From an optimization exercise on the open Yosys and OpenROAD flow, aimed at small area and a short achievable clock period; shortcuts taken in it are not production practice. Where RTL was checked, it was by simulation tests only, not by an equivalence proof against the original. Function not checked in runs 1 to 5: the RTL went through the layout flow alone. No activity file was given, so power comes from the tool's default toggle rates.

==> design.v <==
module dcache_dm (
  input  logic        CLK,
  input  logic        nRST,
  input  logic        halt,
  input  logic        dmemREN,
  input  logic        dmemWEN,
  input  logic        datomic,
  input  logic [31:0] dmemaddr,
  input  logic [31:0] dmemstore,
  output logic        dhit,
  output logic [31:0] dmemload,
  output logic        dREN,
  output logic        dWEN,
  output logic [31:0] daddr,
  output logic [31:0] dstore,
  input  logic        dwait,
  input  logic [31:0] dload,
  output logic        flushed
);
  logic s_idle, s_wb0, s_wb1, s_ld0, s_ld1, s_flush, s_fwb0, s_fwb1, s_done, s_fl;
  logic [7:0]  valid, dirty;
  logic [25:0] tags   [8];
  logic [31:0] words0 [8];
  logic [31:0] words1 [8];
  logic [25:0] req_tag;
  logic [2:0]  req_idx;
  logic        req_off;
  logic        req, hit, miss, do_write;
  assign req_tag = dmemaddr[31:6];
  assign req_idx = dmemaddr[5:3];
  assign req_off = dmemaddr[2];
  assign req     = dmemREN | dmemWEN;
  logic [7:0]  fsel, rsel;
  logic [2:0]  cnt;
  logic        roff;
  logic [25:0] rtag;
  logic [31:0] rword;
  always_comb begin
    rtag  = '0;
    rword = '0;
    for (int i = 0; i < 8; i++) begin
      rsel[i] = fsel[i] | (!s_fl && req_idx == i);
      rtag    = rtag  | ({26{rsel[i]}} & tags[i]);
      rword   = rword | ({32{rsel[i] && !roff}} & words0[i]) | ({32{rsel[i] && roff}} & words1[i]);
    end
  end
  assign cnt  = {|fsel[7:4], |{fsel[7:6], fsel[3:2]}, |{fsel[7], fsel[5], fsel[3], fsel[1]}};
  assign roff = s_idle ? req_off : (s_wb1 | s_fwb1);
  assign hit  = s_idle && req && valid[req_idx] && (rtag == req_tag);
  assign miss = s_idle && req && !hit && !halt;
  logic [31:0] link;
  logic        link_valid;
  logic        link_eq, sc_ok;
  assign link_eq  = (link == dmemaddr);
  assign sc_ok    = link_valid && link_eq;
  assign do_write = hit && dmemWEN && (!datomic || sc_ok);
  always_ff @(posedge CLK or negedge nRST) begin
    if (!nRST)                              link_valid <= 1'b0;
    else if (hit && !dmemWEN && datomic)    link_valid <= 1'b1;
    else if (do_write && link_eq)           link_valid <= 1'b0;
  end
  always_ff @(posedge CLK) begin
    if (hit && !dmemWEN && datomic) link <= dmemaddr;
  end
  logic fl_last, fl_clean;
  assign fl_last  = fsel[7];
  assign fl_clean = !(|(dirty & fsel));
  always_ff @(posedge CLK or negedge nRST) begin
    if (!nRST) begin
      s_idle  <= 1'b1;
      s_wb0   <= 1'b0;
      s_wb1   <= 1'b0;
      s_ld0   <= 1'b0;
      s_ld1   <= 1'b0;
      s_flush <= 1'b0;
      s_fwb0  <= 1'b0;
      s_fwb1  <= 1'b0;
      s_done  <= 1'b0;
      s_fl    <= 1'b0;
    end else begin
      s_idle  <= s_idle ? (!halt && !miss) : (s_ld1 && !dwait);
      s_wb0   <= (miss && dirty[req_idx]) || (s_wb0 && dwait);
      s_wb1   <= (s_wb0 && !dwait) || (s_wb1 && dwait);
      s_ld0   <= (miss && !dirty[req_idx]) || (s_wb1 && !dwait) || (s_ld0 && dwait);
      s_ld1   <= (s_ld0 && !dwait) || (s_ld1 && dwait);
      s_flush <= (s_idle && halt) || (s_flush && fl_clean && !fl_last) ||
                 (s_fwb1 && !dwait && !fl_last);
      s_fwb0  <= (s_flush && !fl_clean) || (s_fwb0 && dwait);
      s_fwb1  <= (s_fwb0 && !dwait) || (s_fwb1 && dwait);
      s_done  <= s_done || (s_flush && fl_clean && fl_last) || (s_fwb1 && !dwait && fl_last);
      s_fl    <= (s_idle && halt) || (s_flush && !(fl_clean && fl_last)) || s_fwb0 ||
                 (s_fwb1 && !(!dwait && fl_last));
    end
  end
  assign dhit     = hit;
  assign dmemload = dmemWEN ? {31'b0, datomic & sc_ok} : rword;
  assign dstore   = rword;
  assign dREN     = s_ld0 | s_ld1;
  assign dWEN     = s_wb0 | s_wb1 | s_fwb0 | s_fwb1;
  assign daddr    = {rtag, (s_fl ? cnt : req_idx), (s_wb1 | s_ld1 | s_fwb1), 2'b00};
  assign flushed  = s_done;
  logic [31:0] wdata;
  logic        we0, we1, ld_done, tag_we;
  assign wdata   = s_idle ? dmemstore : dload;
  assign ld_done = s_ld1 && !dwait;
  assign we0     = (do_write && !req_off) || (s_ld0 && !dwait);
  assign we1     = (do_write &&  req_off) || ld_done;
  assign tag_we  = (s_idle && req && !dirty[req_idx]) || (s_wb1 && !dwait);
  always_ff @(posedge CLK) begin
    for (int i = 0; i < 8; i++) begin
      if (we0 && req_idx == i)    words0[i] <= wdata;
      if (we1 && req_idx == i)    words1[i] <= wdata;
      if (tag_we && req_idx == i) tags[i]   <= req_tag;
    end
  end
  always_ff @(posedge CLK or negedge nRST) begin
    if (!nRST) begin
      valid <= '0;
      dirty <= '0;
    end else begin
      for (int i = 0; i < 8; i++) begin
        if (ld_done && req_idx == i) begin
          valid[i] <= 1'b1;
          dirty[i] <= 1'b0;
        end else if (do_write && req_idx == i) begin
          dirty[i] <= 1'b1;
        end else if (s_fwb1 && !dwait && fsel[i]) begin
          dirty[i] <= 1'b0;
        end
      end
    end
  end
  always_ff @(posedge CLK or negedge nRST) begin
    if (!nRST) begin
      fsel <= '0;
    end else if (s_idle && halt) begin
      fsel <= 8'd1;
    end else if ((s_flush && fl_clean) || (s_fwb1 && !dwait)) begin
      fsel <= {fsel[6:0], 1'b0};
    end
  end
endmodule
==> flow/run.sh <==
#!/bin/bash
# Standard layout, with the ports buffered by buf_4 cells instead of the default buffer
# and no dummy loads in the clock tree.
set -e
export BUFFER_PORTS_ARGS="-buffer_cell sky130_fd_sc_hd__buf_4"
export CTS_ARGS="-sink_clustering_enable -repair_clock_nets -sink_clustering_size 30 -sink_clustering_max_diameter 80 -dont_use_dummy_load"
bash standard.sh > standard_flow.log 2>&1
==> standard.sh <==
#!/bin/bash
# synth_recipe.tcl (not shown) runs the flow's synth.tcl, then flattens the netlist and writes it again
# the make line also repeats each setting of config.mk as NAME=value (left out here)
make -C /OpenROAD-flow-scripts/flow DESIGN_CONFIG=/design/flow/config.mk WORK_HOME=/design/flow/orfs CLKGATE_MAP_FILE= SYNTH_SCRIPT=/design/flow/synth_recipe.tcl "${@:-finish}"
==> config.mk <==
export PLATFORM = sky130hd
export DESIGN_NAME = dcache_dm
export DESIGN_NICKNAME = dcache_dm
export VERILOG_FILES = /design/flow/design.v
export SDC_FILE = /design/flow/constraint.sdc
export NUM_CORES = 4
export LEC_CHECK = 0
export ABC_AREA = 1
export CAP_MARGIN = 5
export CORE_MARGIN = 2
export CORE_UTILIZATION = 60
export CTS_CLUSTER_DIAMETER = 80
export CTS_CLUSTER_SIZE = 30
export SETUP_SLACK_MARGIN = 2.0
export SLEW_MARGIN = 5
==> constraint.sdc <==
create_clock -name core_clock -period 6.5 [get_ports {CLK}]
set_input_delay 1.3000 -clock core_clock [delete_from_list [all_inputs] [get_ports {CLK}]]
set_output_delay 1.3000 -clock core_clock [all_outputs]
set_load 0.01 [all_outputs]
==> results.py, run 1 <==
metrics = {
    "floorplanning": {
        "die_y_um": 231,
        "die_area_mm2": 0.0534,
        "start_util": 0.604,
        "io_pins": 203,
        "core_area_mm2": 0.0512,
        "rows": 83,
        "die_x_um": 231,
    },
    "synth": {
        "synth_top_area_frac": 0.730,
        "synth_compound_area_frac": 0.0644,
        "yosysSeqAreaShare": 0.758,
        "synth_seq_cells": 787,
        "yosys.area_share.simple": 0.139,
        "synth_top_family_by_area": "simple AND/OR/NAND/NOR gates",
        "synthMuxAreaShare": 0,
        "postSynthAreaPerCell_um2": 13.0,
        "postSynthCellCount": 2372,
        "yosys.area_share.adder": 0,
        "synthXorXnorAreaFrac": 0.00792,
        "async_reset_ff_frac": 0.0445,
        "yosys_warnings": 4,
        "syn-cell-area_mm2": 0.0309,
        "synth_edf_count": 752,
        "yosys-top-cells-area": "edfxtp_1 (73%), nand2_1 (9.3%), dfrtp_1 (2.7%)",
        "synthFlopType": "edfxtp_1",
        "synth_cell_type_count": 42,
        "synth.largest_area_cell": "edfxtp_1",
    },
    "timing": {
        "rsz0062_at_grt": "yes",
        "fin_crit_ns": 4.65,
        "finalSetupTns_ns": 0,
        "worstMarginPinSlew_ns": 1.02,
        "hold_violations": 0,
        "slew_headroom": 0.317,
        "fmax_mhz": 215,
        "finClkSkew_ns": 0.0619,
        "drv_slew": 0,
        "period_share": 0.716,
        "finalSetupViolations": 0,
    },
    "clock_tree": {
        "cts_tree": "done",
        "clock_sinks": 787,
        "insertion_delay_ns": 0.59,
        "path_clk_slew_ns": 0.07,
        "cts_buffers": 35,
        "cts_buffer_depth": 3,
        "clockRootBuffer": "clkbuf_16",
        "htreeDepth": 2,
    },
    "power": {
        "peakVddDrop_uv": 309,
        "power_uw": 13700,
        "leakage_uw": 0.0140,
        "power.density_mw_per_mm2": 362,
    },
    "setup_path": {
        "endpoint_kind": "output pin",
        "worst-r2r-cell-count": 19,
        "cp_data_arrival_time_ns": 3.35,
        "cp_max_fo": 28,
        "cp-start-kind": "input port",
        "crit_type": "in -> out",
        "worstPathRequired_ns": 5.20,
    },
    "place": {
        "gp_congestion": 0.836,
        "place_hpwl_mm": 49.1,
        "portBuffers": 200,
    },
    "route": {
        "met3_length_mm": 6.71,
        "vias_per_cell": 6.02,
        "route.met2.wl_mm": 44.6,
        "route.top_layer_used": "met5",
        "dr.first_iter.drc_count": 2216,
        "dr.pass1.iters": 5,
        "wl_met1_mm": 34.2,
        "drtAntennaViolNets": 0,
        "num_vias": 20500,
        "drc": 0,
        "wl_mm": 88.1,
        "route.detailed.wl_per_inst_um": 25.9,
    },
    "cells_and_area": {
        "mostFrequentLayoutCells": "edfxtp_1 (752), nand2_1 (720), buf_4 (281), inv_1 (119), nor2_1 (85)",
        "diodes": 0,
        "fillerInstances": 3300,
        "regArea_mm2": 0.0235,
        "drive_gt1_frac": 0.245,
        "syn2layout_area_growth_pct": 21.9,
        "multi_input_comb_area_mm2": 0.00776,
        "layout_commonest_cell": "edfxtp_1",
        "nets": 2829,
    },
    "job": {
        "max_cap_violations": 0,
    },
    "grt": {
        "grt_pass1_vias": 19700,
        "grt_usage": 0.329,
        "antenna_found_initial": 1,
        "grt_pass1_wl_mm": 127,
        "grt_start_max_net_pins": 36,
        "grt-ovfl-total": 0,
    },
    "run_status": {
        "status": "no timing/DRC/antenna violations",
    },
    "min_path": {
        "whs_path_depth": 1,
        "worst_hold_path_type": "reg -> reg",
    },
}
-- metal layers --
| metal | GRT usage | vias to the layer above |
|---|---|---|
| li1 | - | 9146 |
| met5 | 0 | - |
| met4 | 0.100 | 2 |
| met2 | 0.567 | 970 |
| met1 | 0.443 | 10200 |
| met3 | 0.0411 | 132 |
-- layout make-up --
cell class              count  area share
well taps                 680      0.0225
multi-input cells        1350       0.206
inverters                 148      0.0178
flip-flops and latches    787       0.622
repair buffers            402       0.109
clock buffers              35      0.0232
repair inverters            2    0.000398
-- logic make-up after synthesis --
| kind of cell | count (synthesis) |
|---|---|
| xor+xnor | 28 |
| compound gates | 267 |
| flops | 787 |
| simple gates | 1052 |
| buf+inv | 237 |
| other cells | 1 |
-- report_power, final --
group	internal, uW	switching [uW]	leakage (uW)	total, uW
Sequential	5640	32.9	0.00722	5680
Clock	974	1440	0.000431	2420
Combinational	2520	3040	0.00634	5560
Total	9140	4520	0.0140	13700
-- synthesized netlist by cell type (16+ instances only) --
cell type  instances
nand2_1          763
edfxtp_1         752
inv_1            142
nor2_1           125
a22o_1            80
nand3_1           61
a221oi_1          53
nand4_1           52
clkbuf_1          51
a21oi_1           48
o21ai_0           36
dfrtp_1           34
buf_2             20
a32o_1            16
-- flip-flops by register name, summed over array words and instances (netlist names), 8 cells and up, named ones only --
| signal | count |
|---|---|
| tags | 208 |
| link | 32 |
| words0 | 256 |
| dirty | 8 |
| valid | 8 |
| words1 | 256 |
| fsel | 8 |
-- what timing repair did --
item,in CTS,in global routing
buffers inserted,96,23
hold buffers,0,0
pin swaps,71,73
setup endpoints to repair,545,420
gates resized for setup,290,105
gates cloned,15,1
-- path summary, 6_finish.rpt --
| check | start | slack [ns] | to |
|---|---|---|---|
| max | dmemaddr[4] | 1.85 | dmemload[17] |
| min | valid[7]$_DFFE_PN0P_ | 0.47 | valid[7]$_DFFE_PN0P_ |
| max reg2reg | fsel[7]$_DFFE_PN0P_ | 2.28 | words1[0][11]$_DFFE_PP_ |
| min reg2reg | valid[7]$_DFFE_PN0P_ | 0.47 | valid[7]$_DFFE_PN0P_ |
| max in group asynchronous | nRST | 5.48 | s_idle$_DFF_PN1_ |
| min in group asynchronous | nRST | 0.67 | dirty[6]$_DFFE_PN0P_ |
-- per-stage QoR --
stage	util	instance area (um2)	hold slack [ns]	setup WS, ns	instances
4_1_cts	0.725	37100	0.474	1.85	3380
5_1_grt	0.737	37700	0.486	1.76	3404
6_report	0.737	37700	0.472	1.85	3404
3_5_place_dp	0.658	33700	0.454	0.877	3234
3_3_place_gp	0.658	33700	0.454	0.927	3234
2_1_floorplan	-	30900	0.427	1.42	2373
-- worst max-delay path, cell delays in order --
cell and delay [ns]:
buf_12 0.11, inv_4 0.04, nand4_1 0.12, nand2_4 0.13
buf_4 0.21, nand2_1 0.12, bufinv_16 0.26, nand2_1 0.09
nand4_1 0.22, a2111oi_2 0.34, buf_4 0.16, a21oi_1 0.06
buf_4 0.16
==> run 2: changes to the inputs <==
--- a/config.mk
+++ b/config.mk
@@ -7,9 +7,9 @@
 export LEC_CHECK = 0
 export ABC_AREA = 1
-export CAP_MARGIN = 5
+export CAP_MARGIN = 20
 export CORE_MARGIN = 2
 export CORE_UTILIZATION = 60
 export CTS_CLUSTER_DIAMETER = 80
 export CTS_CLUSTER_SIZE = 30
-export SETUP_SLACK_MARGIN = 2.0
-export SLEW_MARGIN = 5
+export SETUP_SLACK_MARGIN = 1.8
+export SLEW_MARGIN = 20
==> results.py, run 2 <==
metrics = {
    "timing": {
        "finalSetupViolations": 0,
        "fin_crit_ns": 4.70,
        "worstMarginPinSlew_ns": 1.02,
        "rsz0062_at_grt": "yes",
        "fmax_mhz": 213,
        "drv_slew": 0,
        "finClkSkew_ns": 0.0553,
        "hold_slack_ns": 0.471,
        "period_share": 0.723,
        "slew_headroom": 0.317,
        "finalSetupTns_ns": 0,
        "hold_violations": 0,
    },
    "cells_and_area": {
        "reg.largest.list": "words0: 256 flops, words1: 256 flops, tags: 208 flops",
        "syn2layout_area_growth_pct": 18.8,
        "diodes": 0,
        "mostFrequentLayoutCells": "edfxtp_1 (752), nand2_1 (737), buf_4 (298), inv_1 (126), nor2_1 (92)",
        "nets": 2794,
        "drive_gt1_frac": 0.215,
        "stdcell_area_mm2": 0.0368,
        "layout_commonest_cell": "edfxtp_1",
    },
    "clock_tree": {
        "clock_sinks": 787,
        "cts_buffers": 35,
        "htreeDepth": 2,
        "path_clk_slew_ns": 0.07,
        "clockRootBuffer": "clkbuf_16",
        "cts_buffer_depth": 3,
        "cts_tree": "done",
        "insertion_delay_ns": 0.59,
        "postCtsHoldBufs": 0,
    },
    "grt": {
        "globalRouteMet2Util": 0.552,
        "grt_start_max_net_pins": 36,
        "grt_pass1_wl_mm": 125,
        "grt_busiest_layer": "met2",
        "grt_use_met1": 0.438,
        "grt_pass1_vias": 19200,
        "grt_usage": 0.322,
        "met3_usage": 0.0406,
        "grt-ovfl-total": 0,
        "antenna_found_initial": 1,
    },
    "setup_path": {
        "rr_startpoint": "s_fl$_DFF_PN0_",
        "cpMostUsedCell": "nand2_1",
        "path_buf_inv": 5,
        "cp_max_fo": 11,
        "reg2reg_to": "words1[0][11]$_DFFE_PP_",
        "r2r_slack_ns": 2.20,
        "cp-start-kind": "input port",
        "worstPathRequired_ns": 5.20,
        "path_cells": "buf_8 > inv_2 > nor2_4 > nand3_2 > nand2_8 > buf_8 > nand2_1 > nand2_1 > nor2_1 > nand2_2 > nand2_1 > nand2_1 > nor2_1 > nand2_1 > nor2_2 > nand2_2 > nor2_4 > buf_8 > buf_4",
        "crit_path_top_delay_cell": "nor2_1",
        "critical-path-max-stage-delay_ns": 0.19,
        "path_delay_family": "simple AND/OR/NAND/NOR gates",
        "cp_data_arrival_time_ns": 3.40,
        "path_depth": 19,
        "worst-r2r-cell-count": 20,
        "endpoint": "dhit",
        "endpoint_kind": "output pin",
        "crit_start": "dmemaddr[4]",
        "crit_type": "in -> out",
    },
    "synth": {
        "yosysSeqAreaShare": 0.758,
        "async_reset_ff_frac": 0.0445,
        "synth_common_cells": "nand2_1 (763), edfxtp_1 (752), inv_1 (142), nor2_1 (125), a22o_1 (80)",
        "synth.largest_area_cell": "edfxtp_1",
        "postSynthCellCount": 2372,
        "synth_seq_cells": 787,
        "yosysMostFrequentCell": "nand2_1",
        "synth_cell_type_count": 42,
        "yosys_warnings": 4,
        "yosys-top-cells-area": "edfxtp_1 (73%), nand2_1 (9.3%), dfrtp_1 (2.7%)",
        "postSynthAreaPerCell_um2": 13.0,
        "synth_top_area_frac": 0.730,
        "synthFlopType": "edfxtp_1",
        "syn-cell-area_mm2": 0.0309,
        "synth_edf_count": 752,
    },
    "floorplanning": {
        "die_area_mm2": 0.0534,
        "rows": 83,
        "start_util": 0.604,
        "io_pins": 203,
        "core_area_mm2": 0.0512,
        "die_x_um": 231,
        "die_y_um": 231,
    },
    "power": {
        "switchingPower_uw": 4330,
        "leakage_uw": 0.0136,
        "power_uw": 13100,
        "intPower_uw": 8750,
        "peakVddDrop_uv": 309,
        "sequentialPowerShare": 0.434,
        "combPwrFrac": 0.382,
        "p_sw_frac": 0.331,
        "p_clk_frac": 0.184,
        "power.density_mw_per_mm2": 356,
    },
    "route": {
        "vias_per_cell": 6.02,
        "route.detailed.wl_per_inst_um": 25.6,
        "drc": 0,
        "wl_mm": 86.2,
        "dr.first_iter.drc_count": 2247,
        "num_vias": 20300,
        "drtAntennaViolNets": 0,
        "dr.pass1.iters": 5,
    },
    "job": {
        "max_cap_violations": 0,
    },
    "min_path": {
        "whs_path_depth": 1,
        "worst_hold_path_type": "reg -> reg",
    },
    "place": {
        "placed_area_mm2": 0.0337,
        "portBuffers": 200,
        "place_hpwl_mm": 49.1,
        "gp_congestion": 0.836,
    },
    "run_status": {
        "status": "no timing/DRC/antenna violations",
    },
}
-- run 2: how the worst min path moves through the flow --
stage,to,start
after global placement,link_valid$_DFFE_PN0P_,link_valid$_DFFE_PN0P_
after global routing,valid[6]$_DFFE_PN0P_,valid[6]$_DFFE_PN0P_
after detailed placement,valid[5]$_DFFE_PN0P_,valid[5]$_DFFE_PN0P_
after CTS,valid[7]$_DFFE_PN0P_,valid[7]$_DFFE_PN0P_
after floorplan,valid[3]$_DFFE_PN0P_,valid[3]$_DFFE_PN0P_
final,valid[7]$_DFFE_PN0P_,valid[7]$_DFFE_PN0P_
-- run 2: routing by layer --
metal  vias to the layer above  wire (um)
met2                       963      43300
met1                     10100      33200
li1                       9063          -
met3                       147       7130
met5                         -         12
met4                         2       2610
-- run 2: power groups by stage --
stage / sequential (uW) / combinational (uW) / clock, uW
2_1_floorplan: 5780 / 2080 / 0
4_1_cts: 5670 / 4710 / 2430
3_3_place_gp: 5790 / 3940 / 0
5_1_grt: 5680 / 5340 / 2580
3_5_place_dp: 5790 / 3980 / 0
6_report: 5680 / 5000 / 2410
-- run 2: cells by family (layout without fill, tap and decap cells) --
group           after synthesis  count (layout)  share of synthesized area
flops                       787             787                      0.758
buf+inv                     237             552                     0.0309
simple gates               1052            1053                      0.139
other cells                   1               2                   0.000121
xor+xnor                     28              28                    0.00792
compound gates              267             267                     0.0644
-- run 2: metrics by stage --
stage / util / setup slack (ns) / cells
2_1_floorplan: - / 1.42 / 2373
3_3_place_gp: 0.658 / 0.927 / 3234
3_5_place_dp: 0.658 / 0.877 / 3234
4_1_cts: 0.706 / 1.78 / 3343
5_1_grt: 0.718 / 1.71 / 3369
6_report: 0.718 / 1.80 / 3369
-- run 2: layout make-up --
type                       count  area [um2]
clock buffer                  35         876
fill                        3436       14400
inverter                     148         626
multi-input combinational   1350        7450
sequential                   787       23500
tap                          680         851
timing repair buffer         367        3470
timing repair inverter         2        15.0
-- run 2: repair_timing --
| item | in CTS | in global routing |
|---|---|---|
| gates resized for setup | 175 | 80 |
| buffers inserted | 64 | 25 |
| pin swaps | 24 | 23 |
| cloned | 10 | 1 |
| endpoints found under the setup margin | 524 | 71 |
==> run 3: changes to the inputs <==
==> flow/run.sh (replaced) <==
#!/bin/bash
# Standard layout, with the ports buffered by buf_1 cells instead of the default buffer
# and no dummy loads in the clock tree.
set -e
export BUFFER_PORTS_ARGS="-buffer_cell sky130_fd_sc_hd__buf_1"
export CTS_ARGS="-sink_clustering_enable -repair_clock_nets -sink_clustering_size 30 -sink_clustering_max_diameter 80 -dont_use_dummy_load"
bash standard.sh > standard_flow.log 2>&1
--- a/config.mk
+++ b/config.mk
@@ -12,4 +12,4 @@
 export CTS_CLUSTER_DIAMETER = 80
 export CTS_CLUSTER_SIZE = 30
-export SETUP_SLACK_MARGIN = 1.8
+export SETUP_SLACK_MARGIN = 2.0
 export SLEW_MARGIN = 20
==> results.py, run 3 <==
metrics = {
    "grt": {
        "grt_pass1_vias": 19900,
        "grt_usage": 0.338,
        "antenna_found_initial": 1,
        "grt_pass1_wl_mm": 130,
        "grt_start_max_net_pins": 36,
        "grt-ovfl-total": 0,
    },
    "cells_and_area": {
        "syn2layout_area_growth_pct": 22.2,
        "layout_commonest_cell": "edfxtp_1",
        "fillerInstances": 3307,
        "fin_util": 0.739,
        "mostFrequentLayoutCells": "edfxtp_1 (752), nand2_1 (698), buf_1 (135), buf_4 (131), inv_1 (118)",
        "regArea_mm2": 0.0235,
        "multi_input_comb_area_mm2": 0.00808,
        "nets": 2866,
        "drive_gt1_frac": 0.216,
        "reg.largest.list": "words0: 256 flops, words1: 256 flops, tags: 208 flops",
        "fin_cells": 3442,
    },
    "clock_tree": {
        "insertion_delay_ns": 0.60,
        "cts_tree": "done",
        "htreeDepth": 2,
        "clock_sinks": 787,
        "cts_buffers": 36,
        "clockRootBuffer": "clkbuf_16",
        "cts_buffer_depth": 3,
        "postCtsHoldBufs": 0,
        "path_clk_slew_ns": 0.05,
    },
    "power": {
        "intPower_uw": 8890,
        "power_uw": 13600,
        "p_clk_frac": 0.181,
        "combPwrFrac": 0.400,
        "power.density_mw_per_mm2": 359,
        "switchingPower_uw": 4680,
        "sequentialPowerShare": 0.418,
        "p_sw_frac": 0.345,
        "leakage_uw": 0.0137,
        "peakVddDrop_uv": 288,
    },
    "timing": {
        "rsz0062_at_grt": "yes",
        "finClkSkew_ns": 0.0602,
        "finalSetupViolations": 0,
        "fmax_mhz": 215,
        "worstMarginPinSlew_ns": 1.07,
        "slew_headroom": 0.282,
        "setup_ws_ns": 1.85,
        "finalSetupTns_ns": 0,
        "drv_slew": 0,
        "period_share": 0.716,
        "hold_violations": 0,
        "fin_crit_ns": 4.65,
    },
    "synth": {
        "yosys-top-cells-area": "edfxtp_1 (73%), nand2_1 (9.3%), dfrtp_1 (2.7%)",
        "synthXorXnorAreaFrac": 0.00792,
        "synth_top_area_frac": 0.730,
        "syn-cell-area_mm2": 0.0309,
        "yosysSeqAreaShare": 0.758,
        "synth_common_cells": "nand2_1 (763), edfxtp_1 (752), inv_1 (142), nor2_1 (125), a22o_1 (80)",
        "yosys_warnings": 4,
        "synth_top_family_by_area": "simple AND/OR/NAND/NOR gates",
        "yosysMostFrequentCell": "nand2_1",
        "postSynthAreaPerCell_um2": 13.0,
        "synth_cell_type_count": 42,
        "synthMuxAreaShare": 0,
        "synthFlopType": "edfxtp_1",
        "synth_edf_count": 752,
        "synth_compound_area_frac": 0.0644,
        "yosys.area_share.simple": 0.139,
        "postSynthCellCount": 2372,
        "synth.largest_area_cell": "edfxtp_1",
        "synth_seq_cells": 787,
        "async_reset_ff_frac": 0.0445,
        "yosys.area_share.adder": 0,
    },
    "min_path": {
        "worst_hold_path_type": "reg -> reg",
        "min_to": "valid[4]$_DFFE_PN0P_",
        "hp-start": "valid[4]$_DFFE_PN0P_",
        "whs_path_depth": 1,
    },
    "place": {
        "place_hpwl_mm": 49.5,
        "place_inst": 3237,
        "dpl_worst_slack_ns": 0.764,
        "gp_congestion": 0.870,
        "portBuffers": 200,
    },
    "route": {
        "vias_per_cell": 6.07,
        "dr.first_iter.drc_count": 2674,
        "drc": 0,
        "wl_mm": 91.7,
        "drtAntennaViolNets": 0,
        "route.detailed.wl_per_inst_um": 26.6,
        "num_vias": 20900,
        "dr.pass1.iters": 5,
    },
    "floorplanning": {
        "die_area_mm2": 0.0534,
        "die_y_um": 231,
        "core_area_mm2": 0.0512,
        "rows": 83,
        "io_pins": 203,
        "start_util": 0.604,
        "die_x_um": 231,
    },
    "setup_path": {
        "crit_type": "in -> out",
        "cp_data_arrival_time_ns": 3.35,
        "reg2reg_to": "words0[1][5]$_DFFE_PP_",
        "endpoint_kind": "output pin",
        "cp_max_fo": 21,
        "r2r_slack_ns": 2.47,
        "worstPathRequired_ns": 5.20,
        "worst-r2r-cell-count": 19,
        "cp-start-kind": "input port",
        "rr_startpoint": "s_fl$_DFF_PN0_",
    },
    "job": {
        "max_cap_violations": 0,
    },
    "run_status": {
        "status": "no timing/DRC/antenna violations",
    },
}
[run 3: kinds of logic after synthesis]
kind of cell | after synthesis
AOI/OAI and AO/OA | 267
DFF | 787
buffers and inverters | 237
other | 1
and+or+nand+nor | 1052
xor gates and xnor gates | 28
[run 3: area by class of cell]
class | instances | area share
timing repair buffer | 435 | 0.101
clock buffer | 36 | 0.0238
inverter | 148 | 0.0181
antenna | 1 | 0.0000662
tap | 680 | 0.0225
timing repair inverter | 4 | 0.000893
sequential | 787 | 0.620
multi-input combinational | 1351 | 0.214
[run 3: repair_timing]
| action | 4_1_cts | 5_1_grt |
|---|---|---|
| gates resized for setup | 341 | 181 |
| setup buffers | 116 | 29 |
| pin swaps | 93 | 88 |
| setup endpoints to repair | 635 | 74 |
| cloned | 15 | 8 |
[run 3: critical path: stages]
cell       delay (ns)
buf_8            0.11
nand2_4          0.06
o21ai_4          0.07
buf_6            0.20
nand2_1          0.14
bufinv_16        0.24
buf_4            0.21
nand2_1          0.07
nand4_1          0.17
a2111oi_4        0.33
buf_4            0.20
a21oi_1          0.06
buf_2            0.16
[run 3: power groups by stage]
stage               Combinational [uW]  Clock (uW)  Sequential, uW
floorplan                         2080           0            5780
global placement                  3530           0            5790
detailed placement                3560           0            5790
CTS                               4870        2470            5680
global route                      5760        2630            5680
finish                            5440        2460            5680
[run 3: layer usage]
metal | global-route usage | wire, um | part of all wire
met3 | 0.0476 | 7870 | 0.086
met2 | 0.563 | 45900 | 0.50
met1 | 0.456 | 34500 | 0.38
met5 | 0 | 0 | 0
met4 | 0.135 | 3370 | 0.037
[run 3: worst max path at each step]
stage / from / endpoint / slack, ns
after global routing: dmemaddr[2] / dmemload[17] / 1.81
after global placement: dmemaddr[2] / dmemload[20] / 0.81
after CTS: dmemaddr[2] / dmemload[9] / 1.89
after detailed placement: dmemaddr[5] / words0[1][21]$_DFFE_PP_ / 0.76
after floorplan: dmemaddr[3] / words0[0][0]$_DFFE_PP_ / 1.42
final: dmemaddr[2] / dmemload[17] / 1.85
[run 3: stage by stage]
step                      cell area (um2)  hold WS [ns]
after global placement              33200         0.451
after global routing                37800         0.475
final                               37800         0.465
after detailed placement            33200         0.455
after CTS                           36800         0.468
after floorplan                     30900         0.427
==> run 4: changes to the inputs <==
--- a/design.v
+++ b/design.v
@@ -32,8 +32,10 @@
   assign req     = dmemREN | dmemWEN;
   logic [7:0]  fsel, rsel;
+  logic        wsel_en;
   logic [2:0]  cnt;
   logic        roff;
   logic [25:0] rtag;
   logic [31:0] rword;
+  assign wsel_en = !(s_idle && dmemWEN);
   always_comb begin
     rtag  = '0;
@@ -42,5 +44,6 @@
       rsel[i] = fsel[i] | (!s_fl && req_idx == i);
       rtag    = rtag  | ({26{rsel[i]}} & tags[i]);
-      rword   = rword | ({32{rsel[i] && !roff}} & words0[i]) | ({32{rsel[i] && roff}} & words1[i]);
+      rword   = rword | ({32{rsel[i] && wsel_en && !roff}} & words0[i]) |
+                        ({32{rsel[i] && wsel_en &&  roff}} & words1[i]);
     end
   end
@@ -94,5 +97,5 @@
   end
   assign dhit     = hit;
-  assign dmemload = dmemWEN ? {31'b0, datomic & sc_ok} : rword;
+  assign dmemload = {rword[31:1], rword[0] | (dmemWEN & datomic & sc_ok)};
   assign dstore   = rword;
   assign dREN     = s_ld0 | s_ld1;
==> flow/run.sh (replaced) <==
#!/bin/bash
# Standard layout, with the ports buffered by buf_4 cells instead of the default buffer
# and no dummy loads in the clock tree.
set -e
export BUFFER_PORTS_ARGS="-buffer_cell sky130_fd_sc_hd__buf_4"
export CTS_ARGS="-sink_clustering_enable -repair_clock_nets -sink_clustering_size 30 -sink_clustering_max_diameter 80 -dont_use_dummy_load"
bash standard.sh > standard_flow.log 2>&1
==> results.py, run 4 <==
metrics = {
    "setup_path": {
        "reg2reg_to": "words0[1][18]$_DFFE_PP_",
        "cpMostUsedCell": "nand2_1",
        "path_cells": "buf_12 > clkinvlp_4 > buf_6 > nand3_4 > nand2_8 > buf_4 > buf_4 > nand2_1 > nand2_1 > nor2_2 > nand3b_1 > nand2_1 > nand2_1 > nor2_2 > nand3_2 > nor2_4 > buf_6",
        "worst-r2r-cell-count": 17,
        "crit_type": "in -> out",
        "path_delay_family": "simple AND/OR/NAND/NOR gates",
        "worstPathRequired_ns": 5.20,
        "cp_max_fo": 5,
        "cp_data_arrival_time_ns": 3.39,
        "cp-start-kind": "input port",
        "r2r_slack_ns": 2.33,
        "crit_path_top_delay_cell": "buf_4",
        "path_buf_inv": 6,
        "endpoint_kind": "output pin",
        "critical-path-max-stage-delay_ns": 0.20,
        "rr_startpoint": "fsel[7]$_DFFE_PN0P_",
    },
    "timing": {
        "setup_ws_ns": 1.81,
        "finClkSkew_ns": 0.0527,
        "fmax_mhz": 213,
        "worstMarginPinSlew_ns": 0.949,
        "finalSetupTns_ns": 0,
        "period_share": 0.721,
        "drv_slew": 0,
        "hold_violations": 0,
        "slew_headroom": 0.363,
        "fin_crit_ns": 4.69,
        "finalSetupViolations": 0,
        "rsz0062_at_grt": "yes",
        "hold_slack_ns": 0.482,
    },
    "route": {
        "drc": 0,
        "dr.first_iter.drc_count": 2451,
        "route.detailed.wl_per_inst_um": 25.9,
        "vias_per_cell": 6.01,
        "num_vias": 20200,
        "drtAntennaViolNets": 0,
        "dr.pass1.iters": 5,
        "wl_mm": 87.2,
    },
    "cells_and_area": {
        "nets": 2792,
        "layout_commonest_cell": "edfxtp_1",
        "fillerInstances": 3314,
        "reg.largest.list": "words0: 256 flops, words1: 256 flops, tags: 208 flops",
        "syn2layout_area_growth_pct": 20.9,
        "diodes": 0,
        "drive_gt1_frac": 0.238,
        "mostFrequentLayoutCells": "edfxtp_1 (752), nand2_1 (610), buf_4 (304), inv_1 (184), nor2_1 (118)",
        "fin_cells": 3367,
    },
    "clock_tree": {
        "cts_buffer_depth": 3,
        "insertion_delay_ns": 0.61,
        "clockRootBuffer": "clkbuf_16",
        "htreeDepth": 2,
        "clock_sinks": 787,
        "path_clk_slew_ns": 0.08,
        "cts_tree": "done",
        "cts_buffers": 37,
    },
    "place": {
        "place_hpwl_mm": 45.1,
        "gp_congestion": 0.874,
        "place_inst": 3182,
        "portBuffers": 200,
        "dpl_worst_slack_ns": 0.824,
    },
    "synth": {
        "postSynthAreaPerCell_um2": 13.2,
        "postSynthCellCount": 2350,
        "synth_common_cells": "edfxtp_1 (752), nand2_1 (627), inv_1 (198), nor2_1 (141), a221oi_1 (88)",
        "synthFlopType": "edfxtp_1",
        "yosysSeqAreaShare": 0.757,
        "syn-cell-area_mm2": 0.0310,
        "synth_edf_count": 752,
        "yosys-top-cells-area": "edfxtp_1 (73%), nand2_1 (7.6%), dfrtp_1 (2.7%)",
        "synth_seq_cells": 787,
        "yosysMostFrequentCell": "edfxtp_1",
        "async_reset_ff_frac": 0.0445,
        "synth.largest_area_cell": "edfxtp_1",
        "synth_top_area_frac": 0.728,
        "synth_cell_type_count": 42,
        "yosys_warnings": 4,
    },
    "floorplanning": {
        "start_util": 0.606,
        "rows": 83,
        "die_area_mm2": 0.0535,
        "die_y_um": 231,
        "core_area_mm2": 0.0512,
        "io_pins": 203,
        "die_x_um": 231,
    },
    "power": {
        "sequentialPowerShare": 0.429,
        "intPower_uw": 8850,
        "leakage_uw": 0.0139,
        "power_uw": 13200,
        "peakVddDrop_uv": 365,
        "p_clk_frac": 0.188,
        "power.density_mw_per_mm2": 353,
        "combPwrFrac": 0.383,
        "p_sw_frac": 0.331,
        "switchingPower_uw": 4390,
    },
    "grt": {
        "antenna_found_initial": 0,
        "grt_start_max_net_pins": 36,
        "grt_pass1_wl_mm": 128,
        "grt_usage": 0.330,
        "grt_pass1_vias": 19900,
        "grt-ovfl-total": 0,
    },
    "min_path": {
        "hp-start": "link_valid$_DFFE_PN0P_",
        "whs_path_depth": 2,
        "worst_hold_path_type": "reg -> reg",
        "min_to": "link_valid$_DFFE_PN0P_",
    },
    "run_status": {
        "status": "no timing/DRC/antenna violations",
    },
    "job": {
        "max_cap_violations": 0,
    },
}
## run 4: cell type report
type | instances | area, um2 | share of cell area
sequential | 787 | 23500 | 0.626
clock buffer | 37 | 926 | 0.0247
timing repair inverter | 2 | 15.0 | 0.000401
tap | 680 | 851 | 0.0227
inverter | 202 | 828 | 0.0221
timing repair buffer | 402 | 3980 | 0.106
multi-input combinational | 1257 | 7420 | 0.198
## run 4: tightest hold or removal path, cell delays in order (launching register included)
cell,delay (ns)
dfrtp_1,0.35
nand2_1,0.05
nand2_1,0.05
## run 4: layer usage
metal  routed length (um)  GRT usage
met5                    0          0
met4                 3010      0.119
met3                 6950     0.0423
met2                43900      0.564
met1                33400      0.440
## run 4: logic make-up after synthesis
kind of cell / Yosys count / synth area share
and+or+nand+nor: 924 / 0.122
DFF: 787 / 0.757
buffers and inverters: 314 / 0.0443
AOI/OAI and AO/OA: 292 / 0.0673
xor gates and xnor gates: 32 / 0.00904
other: 1 / 0.000121
## run 4: stage by stage
stage | util | instance area, um2
after floorplan | - | 31000
after global placement | 0.655 | 33500
after detailed placement | 0.655 | 33500
after CTS | 0.720 | 36800
after global routing | 0.732 | 37500
final | 0.732 | 37500
## run 4: power groups by stage
stage,Combinational [uW],Sequential (uW),Clock (uW)
2_1_floorplan,2310,5780,0
3_3_place_gp,3960,5790,0
3_5_place_dp,3990,5790,0
4_1_cts,4860,5680,2510
5_1_grt,5390,5680,2670
6_report,5070,5680,2490
## run 4: worst max-delay path by stage
stage | end | start | slack (ns) | cells after the start
finish | dhit | dmemaddr[5] | 1.81 | 17
global route | dhit | dmemaddr[5] | 1.75 | 17
CTS | dhit | dmemaddr[5] | 1.83 | 19
detailed placement | words1[4][16]$_DFFE_PP_ | dmemaddr[5] | 0.82 | 17
global placement | words1[5][12]$_DFFE_PP_ | dmemaddr[5] | 0.96 | 17
floorplan | words0[7][0]$_DFFE_PP_ | dmemaddr[5] | 1.39 | 17
## run 4: timing repair
action | CTS | global route
resized for setup | 208 | 94
setup endpoints to repair | 579 | 567
hold buffers | 0 | 0
endpoints found under the hold margin | 0 | 0
gates cloned | 22 | 2
pin swaps | 74 | 57
buffers inserted | 104 | 20
==> run 5: changes to the inputs <==
--- a/config.mk
+++ b/config.mk
@@ -12,4 +12,4 @@
 export CTS_CLUSTER_DIAMETER = 80
 export CTS_CLUSTER_SIZE = 30
-export SETUP_SLACK_MARGIN = 2.0
+export SETUP_SLACK_MARGIN = 1.8
 export SLEW_MARGIN = 20
==> results.py, run 5 <==
metrics = {
    "run_status": {
        "status": "no timing/DRC/antenna violations",
    },
    "route": {
        "route.detailed.wl_per_inst_um": 25.0,
        "vias_per_cell": 5.97,
        "dr.pass1.iters": 6,
        "dr.first_iter.drc_count": 2291,
        "drtAntennaViolNets": 0,
        "wl_mm": 82.4,
        "num_vias": 19700,
        "drc": 0,
    },
    "timing": {
        "finClkSkew_ns": 0.0437,
        "finalSetupViolations": 0,
        "slew_headroom": 0.297,
        "drv_slew": 0,
        "worstMarginPinSlew_ns": 1.05,
        "hold_violations": 0,
        "period_share": 0.724,
        "fmax_mhz": 212,
        "fin_crit_ns": 4.71,
        "finalSetupTns_ns": 0,
        "setup_ws_ns": 1.79,
        "rsz0062_at_grt": "yes",
    },
    "clock_tree": {
        "htreeDepth": 2,
        "clock_sinks": 787,
        "cts_tree": "done",
        "cts_buffer_depth": 3,
        "path_clk_slew_ns": 0.06,
        "cts_buffers": 36,
        "insertion_delay_ns": 0.59,
        "clockRootBuffer": "clkbuf_16",
    },
    "synth": {
        "synth_compound_area_frac": 0.0673,
        "postSynthAreaPerCell_um2": 13.2,
        "synth.largest_area_cell": "edfxtp_1",
        "synthFlopType": "edfxtp_1",
        "synth_seq_cells": 787,
        "yosys.area_share.simple": 0.122,
        "yosysMostFrequentCell": "edfxtp_1",
        "synth_edf_count": 752,
        "synthXorXnorAreaFrac": 0.00904,
        "async_reset_ff_frac": 0.0445,
        "syn-cell-area_mm2": 0.0310,
        "yosys.area_share.adder": 0,
        "yosys-top-cells-area": "edfxtp_1 (73%), nand2_1 (7.6%), dfrtp_1 (2.7%)",
        "synth_top_area_frac": 0.728,
        "synth_cell_type_count": 42,
        "yosys_warnings": 4,
        "yosysSeqAreaShare": 0.757,
        "synth_top_family_by_area": "simple AND/OR/NAND/NOR gates",
        "postSynthCellCount": 2350,
        "synth_common_cells": "edfxtp_1 (752), nand2_1 (627), inv_1 (198), nor2_1 (141), a221oi_1 (88)",
        "synthMuxAreaShare": 0,
    },
    "place": {
        "place_hpwl_mm": 44.1,
        "portBuffers": 200,
        "dpl_worst_slack_ns": 0.862,
        "gp_congestion": 0.874,
        "placed_area_mm2": 0.0335,
    },
    "grt": {
        "grt_pass1_vias": 18800,
        "grt_usage": 0.302,
        "grt-ovfl-total": 0,
        "antenna_found_initial": 0,
        "grt_start_max_net_pins": 36,
        "grt_pass1_wl_mm": 118,
    },
    "floorplanning": {
        "die_y_um": 231,
        "io_pins": 203,
        "core_area_mm2": 0.0512,
        "rows": 83,
        "start_util": 0.606,
        "die_area_mm2": 0.0535,
        "die_x_um": 231,
    },
    "min_path": {
        "worst_hold_path_type": "reg -> reg",
    },
    "cells_and_area": {
        "stdcell_area_mm2": 0.0364,
        "layout_commonest_cell": "edfxtp_1",
        "mostFrequentLayoutCells": "edfxtp_1 (752), nand2_1 (602), buf_4 (286), inv_1 (188), nor2_1 (100)",
        "nets": 2726,
        "reg.largest.list": "words0: 256 flops, words1: 256 flops, tags: 208 flops",
        "drive_gt1_frac": 0.217,
        "syn2layout_area_growth_pct": 17.3,
        "diodes": 0,
        "fin_util": 0.710,
    },
    "setup_path": {
        "critical-path-max-stage-delay_ns": 0.25,
        "cp_max_fo": 7,
        "path_cells": "buf_8 > inv_2 > nor2_4 > nand3_4 > nand2_8 > clkinvlp_4 > nor3_4 > clkbuf_16 > clkinvlp_4 > buf_6 > nor2_2 > a221oi_2 > nand4_1 > buf_4",
        "cp_data_arrival_time_ns": 3.41,
        "path_delay_family": "buffers and inverters",
        "crit_path_top_delay_cell": "nor3_4",
        "path_buf_inv": 7,
        "cp-start-kind": "input port",
        "endpoint_kind": "output pin",
        "cpMostUsedCell": "clkinvlp_4",
        "worstPathRequired_ns": 5.20,
        "crit_type": "in -> out",
    },
    "power": {
        "power.density_mw_per_mm2": 351,
        "peakVddDrop_uv": 252,
        "leakage_uw": 0.0134,
    },
    "job": {
        "max_cap_violations": 0,
    },
}
==> run 5: cell counts after synthesis <==
Identical to the previous run, type by type.
==> run 5: worst reg2reg max path, delay by kind of cell, from the launching register on <==
family	cells	cell delay, ns
and+or+nand+nor	10	1.56
AOI/OAI and AO/OA	2	0.38
DFF	1	0.41
buffers and inverters	4	1.54
==> run 5: logic make-up (layout without fill, tap and decap cells) <==
kind of cell,after synthesis,count (layout)
other,1,2
xor gates and xnor gates,32,32
buffers and inverters,314,576
DFF,787,787
and+or+nand+nor,924,932
AOI/OAI and AO/OA,292,292
==> run 5: worst paths after layout <==
| path | slack, ns | depth (start not counted) | endpoint | start |
|---|---|---|---|---|
| worst min register to register | 0.48 | 2 | link_valid$_DFFE_PN0P_ | link_valid$_DFFE_PN0P_ |
| worst max register to register | 2.21 | 16 | words1[7][18]$_DFFE_PP_ | fsel[1]$_DFFE_PN0P_ |
| worst min-delay path | 0.48 | 2 | link_valid$_DFFE_PN0P_ | link_valid$_DFFE_PN0P_ |
| min in group asynchronous | 0.66 | 1 | valid[4]$_DFFE_PN0P_ | nRST |
| max in group asynchronous | 5.48 | 1 | valid[0]$_DFFE_PN0P_ | nRST |
| worst max-delay path | 1.79 | 14 | dmemload[29] | dmemaddr[4] |
==> run 5: timing repair <==
action	CTS	global route
hold buffers	0	0
pin swaps	22	48
gates resized for setup	90	142
setup buffers	39	33
hold endpoints to repair	0	0
cloned	8	7
setup endpoints to repair	566	534
==> run 5: area by class of cell <==
type | count | area (um2)
repair buffers | 338 | 3080
well taps | 680 | 851
clock buffers | 36 | 901
flip-flops and latches | 787 | 23500
inverters | 202 | 792
multi-input cells | 1258 | 7290
fillers | 3383 | 14800
==> run 5: where the power goes <==
group	leakage [uW]	total, uW	internal [uW]	switching, uW
Combinational	0.00572	4630	1910	2720
Clock	0.000444	2440	1000	1440
Sequential	0.00722	5680	5640	34.5
Total	0.0134	12800	8550	4200
==> run 5: routing by layer <==
metal	track usage	share of wire	vias up
met5	0	0	-
met4	0.102	0.034	0
met3	0.0429	0.070	164
met2	0.522	0.51	860
met1	0.396	0.39	9800
li1	-	-	8869
==> run 5: stage by stage <==
step	cells	hold WS, ns	power (uW)
floorplan	2351	0.427	8080
CTS	3261	0.475	12500
global route	3301	0.507	13300
finish	3301	0.477	12800
detailed placement	3178	0.459	9740
global placement	3178	0.451	9700
==> run 6: changes to the inputs <==
--- a/design.v
+++ b/design.v
@@ -23,4 +23,5 @@
   logic [31:0] words0 [8];
   logic [31:0] words1 [8];
+  logic [2:0]  cnt;
   logic [25:0] req_tag;
   logic [2:0]  req_idx;
@@ -31,23 +32,12 @@
   assign req_off = dmemaddr[2];
   assign req     = dmemREN | dmemWEN;
-  logic [7:0]  fsel, rsel;
-  logic        wsel_en;
-  logic [2:0]  cnt;
+  logic [2:0]  ridx;
   logic        roff;
   logic [25:0] rtag;
   logic [31:0] rword;
-  assign wsel_en = !(s_idle && dmemWEN);
-  always_comb begin
-    rtag  = '0;
-    rword = '0;
-    for (int i = 0; i < 8; i++) begin
-      rsel[i] = fsel[i] | (!s_fl && req_idx == i);
-      rtag    = rtag  | ({26{rsel[i]}} & tags[i]);
-      rword   = rword | ({32{rsel[i] && wsel_en && !roff}} & words0[i]) |
-                        ({32{rsel[i] && wsel_en &&  roff}} & words1[i]);
-    end
-  end
-  assign cnt  = {|fsel[7:4], |{fsel[7:6], fsel[3:2]}, |{fsel[7], fsel[5], fsel[3], fsel[1]}};
-  assign roff = s_idle ? req_off : (s_wb1 | s_fwb1);
+  assign ridx  = s_fl ? cnt : req_idx;
+  assign roff  = s_idle ? req_off : (s_wb1 | s_fwb1);
+  assign rtag  = tags[ridx];
+  assign rword = roff ? words1[ridx] : words0[ridx];
   assign hit  = s_idle && req && valid[req_idx] && (rtag == req_tag);
   assign miss = s_idle && req && !hit && !halt;
@@ -67,6 +57,6 @@
   end
   logic fl_last, fl_clean;
-  assign fl_last  = fsel[7];
-  assign fl_clean = !(|(dirty & fsel));
+  assign fl_last  = (cnt == 3'd7);
+  assign fl_clean = !dirty[cnt];
   always_ff @(posedge CLK or negedge nRST) begin
     if (!nRST) begin
@@ -97,9 +87,9 @@
   end
   assign dhit     = hit;
-  assign dmemload = {rword[31:1], rword[0] | (dmemWEN & datomic & sc_ok)};
+  assign dmemload = dmemWEN ? {31'b0, datomic & sc_ok} : rword;
   assign dstore   = rword;
   assign dREN     = s_ld0 | s_ld1;
   assign dWEN     = s_wb0 | s_wb1 | s_fwb0 | s_fwb1;
-  assign daddr    = {rtag, (s_fl ? cnt : req_idx), (s_wb1 | s_ld1 | s_fwb1), 2'b00};
+  assign daddr    = {rtag, ridx, (s_wb1 | s_ld1 | s_fwb1), 2'b00};
   assign flushed  = s_done;
   logic [31:0] wdata;
@@ -128,5 +118,5 @@
         end else if (do_write && req_idx == i) begin
           dirty[i] <= 1'b1;
-        end else if (s_fwb1 && !dwait && fsel[i]) begin
+        end else if (s_fwb1 && !dwait && cnt == i) begin
           dirty[i] <= 1'b0;
         end
@@ -136,9 +126,7 @@
   always_ff @(posedge CLK or negedge nRST) begin
     if (!nRST) begin
-      fsel <= '0;
-    end else if (s_idle && halt) begin
-      fsel <= 8'd1;
+      cnt <= '0;
     end else if ((s_flush && fl_clean) || (s_fwb1 && !dwait)) begin
-      fsel <= {fsel[6:0], 1'b0};
+      if (!fl_last) cnt <= cnt + 3'd1;
     end
   end
==> flow/run.sh (replaced) <==
#!/bin/bash
# Standard layout, with the ports buffered by buf_4 cells instead of the default buffer
# and no dummy loads in the clock tree.
set -e
export BUFFER_PORTS_ARGS="-buffer_cell sky130_fd_sc_hd__buf_4"
export CTS_ARGS="-sink_clustering_enable -repair_clock_nets -sink_clustering_size 20 -sink_clustering_max_diameter 60 -buf_list sky130_fd_sc_hd__clkbuf_8 -dont_use_dummy_load"
bash standard.sh > standard_flow.log 2>&1
--- a/config.mk
+++ b/config.mk
@@ -10,6 +10,7 @@
 export CORE_MARGIN = 2
 export CORE_UTILIZATION = 60
-export CTS_CLUSTER_DIAMETER = 80
-export CTS_CLUSTER_SIZE = 30
-export SETUP_SLACK_MARGIN = 1.8
+export CTS_BUF_LIST = sky130_fd_sc_hd__clkbuf_8
+export CTS_CLUSTER_DIAMETER = 60
+export CTS_CLUSTER_SIZE = 20
+export SETUP_SLACK_MARGIN = 1.85
 export SLEW_MARGIN = 20
==> results.py, run 6 <==
metrics = {
    "route": {
        "num_vias": 21000,
        "dr.pass1.iters": 6,
        "met3_length_mm": 8.26,
        "vias_per_cell": 6.39,
        "wl_met1_mm": 34.7,
        "route.detailed.wl_per_inst_um": 27.5,
        "route.top_layer_used": "met5",
        "drtAntennaViolNets": 0,
        "dr.first_iter.drc_count": 2553,
        "route.met2.wl_mm": 43.9,
        "drc": 0,
        "wl_mm": 90.4,
    },
    "run_status": {
        "status": "no timing/DRC/antenna violations",
    },
    "grt": {
        "grt_start_max_net_pins": 47,
        "antenna_found_initial": 1,
        "grt_usage": 0.329,
        "grt_pass1_wl_mm": 129,
        "grt-ovfl-total": 0,
        "grt_pass1_vias": 20100,
    },
    "timing": {
        "rsz0062_at_grt": "yes",
        "finalSetupViolations": 0,
        "fin_crit_ns": 4.68,
        "finalSetupTns_ns": 0,
        "drv_slew": 0,
        "fmax_mhz": 214,
        "worstMarginPinSlew_ns": 1.03,
        "hold_violations": 0,
        "finClkSkew_ns": 0.0767,
        "slew_headroom": 0.307,
        "period_share": 0.720,
    },
    "power": {
        "power_uw": 11700,
        "p_clk_frac": 0.187,
        "p_sw_frac": 0.331,
        "intPower_uw": 7800,
        "combPwrFrac": 0.328,
        "leakage_uw": 0.0128,
        "peakVddDrop_uv": 242,
        "power.density_mw_per_mm2": 322,
        "sequentialPowerShare": 0.485,
        "switchingPower_uw": 3860,
    },
    "clock_tree": {
        "cts_buffer_depth": 3,
        "cts_tree": "done",
        "clockRootBuffer": "clkbuf_8",
        "cts_buffers": 52,
        "htreeDepth": 2,
        "clock_sinks": 782,
        "path_clk_slew_ns": 0.08,
        "insertion_delay_ns": 0.72,
    },
    "place": {
        "place_hpwl_mm": 46.6,
        "portBuffers": 200,
        "placed_area_mm2": 0.0341,
        "gp_congestion": 0.863,
    },
    "synth": {
        "synthFlopType": "edfxtp_1",
        "syn-cell-area_mm2": 0.0316,
        "yosys-top-cells-area": "edfxtp_1 (72%), nand2_1 (4.8%), a22oi_1 (4.3%)",
        "synth_edf_count": 752,
        "postSynthAreaPerCell_um2": 13.4,
        "yosysSeqAreaShare": 0.739,
        "async_reset_ff_frac": 0.0384,
        "postSynthCellCount": 2350,
        "synth.largest_area_cell": "edfxtp_1",
        "yosys_warnings": 4,
        "synth_common_cells": "edfxtp_1 (752), nand2_1 (407), a22oi_1 (181), nand4_1 (169), nor2_1 (138)",
        "synth_seq_cells": 782,
        "synth_top_area_frac": 0.716,
        "yosysMostFrequentCell": "edfxtp_1",
        "synth_cell_type_count": 49,
    },
    "setup_path": {
        "path_buf_inv": 4,
        "endpoint_kind": "output pin",
        "path_delay_family": "simple AND/OR/NAND/NOR gates",
        "cp_max_fo": 8,
        "path_cells": "buf_12 > inv_1 > nor2_1 > nand2_1 > o2111ai_1 > o21ai_0 > nor2_1 > nand2_1 > nor2_1 > nand2_1 > inv_2 > nand3_4 > nor2_4 > buf_6",
        "cp_data_arrival_time_ns": 3.38,
        "critical-path-max-stage-delay_ns": 0.33,
        "crit_type": "in -> out",
        "crit_path_top_delay_cell": "nor2_1",
        "worstPathRequired_ns": 5.20,
        "cp-start-kind": "input port",
    },
    "cells_and_area": {
        "mostFrequentLayoutCells": "edfxtp_1 (752), nand2_1 (386), buf_4 (267), a22oi_1 (180), nand4_1 (169)",
        "stdcell_area_mm2": 0.0363,
        "diodes": 0,
        "nets": 2707,
        "syn2layout_area_growth_pct": 14.9,
        "reg.largest.list": "words0: 256 flops, words1: 256 flops, tags: 208 flops",
        "drive_gt1_frac": 0.201,
        "layout_commonest_cell": "edfxtp_1",
    },
    "floorplanning": {
        "die_area_mm2": 0.0544,
        "start_util": 0.604,
        "rows": 84,
        "die_y_um": 233,
        "die_x_um": 233,
        "io_pins": 203,
        "core_area_mm2": 0.0522,
    },
    "min_path": {
        "worst_hold_path_type": "reg -> reg",
    },
    "job": {
        "max_cap_violations": 0,
    },
}
[run 6: repair_timing]
action                     in CTS  in global routing
setup buffers                  19                 24
setup endpoints to repair     343                 46
hold buffers                    0                  0
pin swaps                      13                 31
cloned                         12                  7
resized for setup              83                 91
[run 6: cell families (layout without fill, tap and decap cells)]
kind of cell	count (synthesis)	after routing	share of synthesized area
buffers and inverters	269	508	0.0373
DFF	782	782	0.739
muxes	1	1	0.000317
and+or+nand+nor	818	824	0.120
other	1	2	0.000119
AOI/OAI and AO/OA	449	449	0.0942
adders and majority gates	6	6	0.00238
xor gates and xnor gates	24	24	0.00666
[run 6: path summary, 6_finish.rpt]
path / endpoint / startpoint / slack [ns] / depth (start not counted)
max: dhit / dmemaddr[3] / 1.82 / 14
min: s_done$_DFF_PN0_ / s_done$_DFF_PN0_ / 0.46 / 1
max reg2reg: words1[0][14]$_DFFE_PP_ / s_fl$_DFF_PN0_ / 2.19 / 17
min reg2reg: s_done$_DFF_PN0_ / s_done$_DFF_PN0_ / 0.46 / 1
max in group asynchronous: s_idle$_DFF_PN1_ / nRST / 5.62 / 1
min in group asynchronous: s_done$_DFF_PN0_ / nRST / 0.56 / 1
[run 6: layout make-up]
type | instances | area [um2]
inverters | 136 | 606
repair buffers | 319 | 3050
clock buffers | 52 | 716
multi-input cells | 1306 | 7680
flip-flops and latches | 782 | 23300
well taps | 688 | 861
repair inverters | 1 | 8.76
fillers | 3631 | 16000
[run 6: power groups by stage]
stage / clock network, uW / registers (uW) / logic, uW
after detailed placement: 0 / 5760 / 3220
after floorplan: 0 / 5740 / 1840
after global routing: 2380 / 5660 / 4090
final: 2180 / 5650 / 3830
after global placement: 0 / 5760 / 3200
after CTS: 2200 / 5650 / 3570
[run 6: per-stage QoR]
stage               cells  hold WS, ns  setup WS [ns]   util
floorplan            2351        0.427           1.50      -
global placement     3170        0.446           1.06  0.652
detailed placement   3170        0.446           1.03  0.652
CTS                  3253        0.468           1.84  0.682
global route         3284        0.482           1.76  0.694
finish               3284        0.460           1.82  0.694
[run 6: layer usage]
layer | global-route usage | vias up
li1 | - | 9219
met3 | 0.0513 | 195
met1 | 0.450 | 10300
met5 | 0 | -
met4 | 0.124 | 2
met2 | 0.540 | 1238
==> run 7: changes to the inputs <==
--- a/config.mk
+++ b/config.mk
@@ -13,4 +13,4 @@
 export CTS_CLUSTER_DIAMETER = 60
 export CTS_CLUSTER_SIZE = 20
-export SETUP_SLACK_MARGIN = 1.85
+export SETUP_SLACK_MARGIN = 1.8
 export SLEW_MARGIN = 20
==> results.py, run 7 <==
metrics = {
    "run_status": {
        "status": "no timing/DRC/antenna violations",
    },
    "power": {
        "switchingPower_uw": 3790,
        "peakVddDrop_uv": 243,
        "p_clk_frac": 0.190,
        "p_sw_frac": 0.330,
        "sequentialPowerShare": 0.493,
        "leakage_uw": 0.0126,
        "power.density_mw_per_mm2": 321,
        "combPwrFrac": 0.317,
        "power_uw": 11500,
        "intPower_uw": 7680,
    },
    "route": {
        "route.detailed.wl_per_inst_um": 27.4,
        "route.met2.wl_mm": 43.3,
        "drtAntennaViolNets": 0,
        "wl_met1_mm": 34.9,
        "dr.first_iter.drc_count": 2417,
        "drc": 0,
        "dr.pass1.iters": 5,
        "num_vias": 20800,
        "route.top_layer_used": "met5",
        "met3_length_mm": 7.70,
        "vias_per_cell": 6.39,
        "wl_mm": 89.1,
    },
    "setup_path": {
        "crit_type": "in -> out",
        "cp-start-kind": "input port",
        "critical-path-max-stage-delay_ns": 0.28,
        "cpMostUsedCell": "nand2_1",
        "crit_path_top_delay_cell": "buf_6",
        "cp_data_arrival_time_ns": 3.37,
        "cp_max_fo": 27,
        "path_buf_inv": 4,
        "worst-r2r-cell-count": 20,
        "endpoint_kind": "output pin",
        "worstPathRequired_ns": 5.20,
        "r2r_slack_ns": 2.24,
        "path_cells": "buf_4 > nand2_1 > nand2_4 > buf_6 > nand4_1 > nand2_1 > nor2_1 > nand2_1 > nand2_1 > nand2_1 > nand2_1 > nor2_1 > nand2_1 > inv_1 > nand3_4 > nor2_4 > buf_4",
        "path_depth": 17,
        "path_delay_family": "simple AND/OR/NAND/NOR gates",
    },
    "synth": {
        "synth_seq_cells": 782,
        "yosysMostFrequentCell": "edfxtp_1",
        "async_reset_ff_frac": 0.0384,
        "synthFlopType": "edfxtp_1",
        "postSynthCellCount": 2350,
        "synth_common_cells": "edfxtp_1 (752), nand2_1 (407), a22oi_1 (181), nand4_1 (169), nor2_1 (138)",
        "postSynthAreaPerCell_um2": 13.4,
        "yosys_warnings": 4,
        "syn-cell-area_mm2": 0.0316,
        "synth_top_area_frac": 0.716,
        "yosysSeqAreaShare": 0.739,
        "synth_cell_type_count": 49,
        "synth.largest_area_cell": "edfxtp_1",
        "synth_edf_count": 752,
        "yosys-top-cells-area": "edfxtp_1 (72%), nand2_1 (4.8%), a22oi_1 (4.3%)",
    },
    "place": {
        "gp_congestion": 0.863,
        "place_hpwl_mm": 46.6,
        "placed_area_mm2": 0.0341,
        "portBuffers": 200,
        "place_inst": 3170,
    },
    "clock_tree": {
        "cts_buffer_depth": 3,
        "clock_sinks": 782,
        "postCtsHoldBufs": 0,
        "path_clk_slew_ns": 0.08,
        "cts_tree": "done",
        "cts_buffers": 52,
        "htreeDepth": 2,
        "clockRootBuffer": "clkbuf_8",
        "insertion_delay_ns": 0.72,
    },
    "floorplanning": {
        "rows": 84,
        "die_x_um": 233,
        "io_pins": 203,
        "die_area_mm2": 0.0544,
        "core_area_mm2": 0.0522,
        "start_util": 0.604,
        "die_y_um": 233,
    },
    "cells_and_area": {
        "drive_gt1_frac": 0.184,
        "mostFrequentLayoutCells": "edfxtp_1 (752), nand2_1 (394), buf_4 (254), a22oi_1 (181), nand4_1 (169)",
        "nets": 2677,
        "fin_cells": 3254,
        "layout_commonest_cell": "edfxtp_1",
        "fin_util": 0.684,
        "reg.largest.list": "words0: 256 flops, words1: 256 flops, tags: 208 flops",
        "syn2layout_area_growth_pct": 13.1,
        "diodes": 0,
        "stdcell_area_mm2": 0.0357,
    },
    "grt": {
        "grt-ovfl-total": 0,
        "grt_usage": 0.328,
        "grt_pass1_vias": 20100,
        "grt_pass1_wl_mm": 129,
        "antenna_found_initial": 1,
        "grt_start_max_net_pins": 47,
    },
    "timing": {
        "fmax_mhz": 214,
        "fin_crit_ns": 4.67,
        "rsz0062_at_grt": "yes",
        "hold_violations": 0,
        "worstMarginPinSlew_ns": 1.05,
        "finalSetupTns_ns": 0,
        "finalSetupViolations": 0,
        "finClkSkew_ns": 0.0716,
        "drv_slew": 0,
        "slew_headroom": 0.297,
        "period_share": 0.719,
    },
    "min_path": {
        "whs_path_depth": 1,
        "worst_hold_path_type": "reg -> reg",
    },
    "job": {
        "max_cap_violations": 0,
    },
}
-- run 7: cell counts after synthesis --
No cell type changed its count.
-- run 7: final timing paths --
check	endpoint	startpoint
worst min register to register	s_done$_DFF_PN0_	s_done$_DFF_PN0_
worst max register to register	words1[0][14]$_DFFE_PP_	s_fl$_DFF_PN0_
worst max-delay path	dhit	dmemaddr[4]
max in group asynchronous	s_idle$_DFF_PN1_	nRST
min in group asynchronous	s_done$_DFF_PN0_	nRST
worst min-delay path	s_done$_DFF_PN0_	s_done$_DFF_PN0_
-- run 7: logic make-up after synthesis --
| kind of cell | synth area share |
|---|---|
| DFF | 0.739 |
| AOI/OAI and AO/OA | 0.0942 |
| other | 0.000119 |
| buffers and inverters | 0.0373 |
| and+or+nand+nor | 0.120 |
| xor gates and xnor gates | 0.00666 |
| adders and majority gates | 0.00238 |
| muxes | 0.000317 |
-- run 7: timing repair --
action,in CTS,in global routing
pin swaps,10,7
resized for setup,71,42
endpoints found under the setup margin,130,39
gates cloned,11,2
buffers inserted,18,1
-- run 7: metal layers --
| metal | vias to the layer above | global-route usage |
|---|---|---|
| li1 | 9157 | - |
| met1 | 10300 | 0.450 |
| met2 | 1132 | 0.536 |
| met3 | 173 | 0.0514 |
| met4 | 2 | 0.124 |
| met5 | - | 0 |
-- run 7: stage by stage --
stage	hold WS, ns	worst slack [ns]
2_1_floorplan	0.427	1.50
3_3_place_gp	0.446	1.06
3_5_place_dp	0.446	1.03
4_1_cts	0.468	1.81
5_1_grt	0.482	1.73
6_report	0.460	1.83
-- run 7: final cells by class --
class / count / area [um2]
multi-input cells: 1304 / 7550
repair inverters: 1 / 8.76
clock buffers: 52 / 716
repair buffers: 291 / 2650
fillers: 3706 / 16500
inverters: 136 / 586
flip-flops and latches: 782 / 23300
well taps: 688 / 861
-- run 7: power by group through the flow --
| stage | Combinational (uW) | Sequential, uW | Clock (uW) |
|---|---|---|---|
| after global placement | 3200 | 5760 | 0 |
| after CTS | 3530 | 5650 | 2200 |
| after floorplan | 1840 | 5740 | 0 |
| final | 3630 | 5650 | 2180 |
| after detailed placement | 3220 | 5760 | 0 |
| after global routing | 3890 | 5660 | 2380 |

## port drivers added, routing unchanged
No port has a modelled driver above. Below, the same layouts with a new extraction and two added sets of constraints.
Step 1 assumes that a clkbuf_16 drives the clock port and a buf_2 every other input.
Step 2, shift: input delay + t, output delay - t, t = (earliest + latest rising clock arrival at the registers) / 2. This alone moves slack from input paths to output paths.
a / b / c = no drivers / after step 1 / after step 2; a / b = the first two.
run | t (ns) | setup slack, ns | clock arrival spread, ns
run 1 | 0.628 | 1.846 / 1.757 / 1.448 | 0.062 / 0.062
run 2 | 0.624 | 1.800 / 1.756 / 1.443 | 0.056 / 0.056
run 3 | 0.629 | 1.847 / 1.809 / 1.588 | 0.060 / 0.061
run 4 | 0.643 | 1.811 / 1.751 / 1.448 | 0.054 / 0.053
run 5 | 0.638 | 1.792 / 1.742 / 1.261 | 0.044 / 0.044
run 6 | 0.732 | 1.821 / 1.759 / 1.335 | 0.077 / 0.077
run 7 | 0.734 | 1.827 / 1.802 / 1.243 | 0.072 / 0.072
After both steps setup and hold are still met in every run listed. For run 7, which loses most, drivers alone change the setup slack by -0.025 ns; drivers and shift together by -0.584 ns.
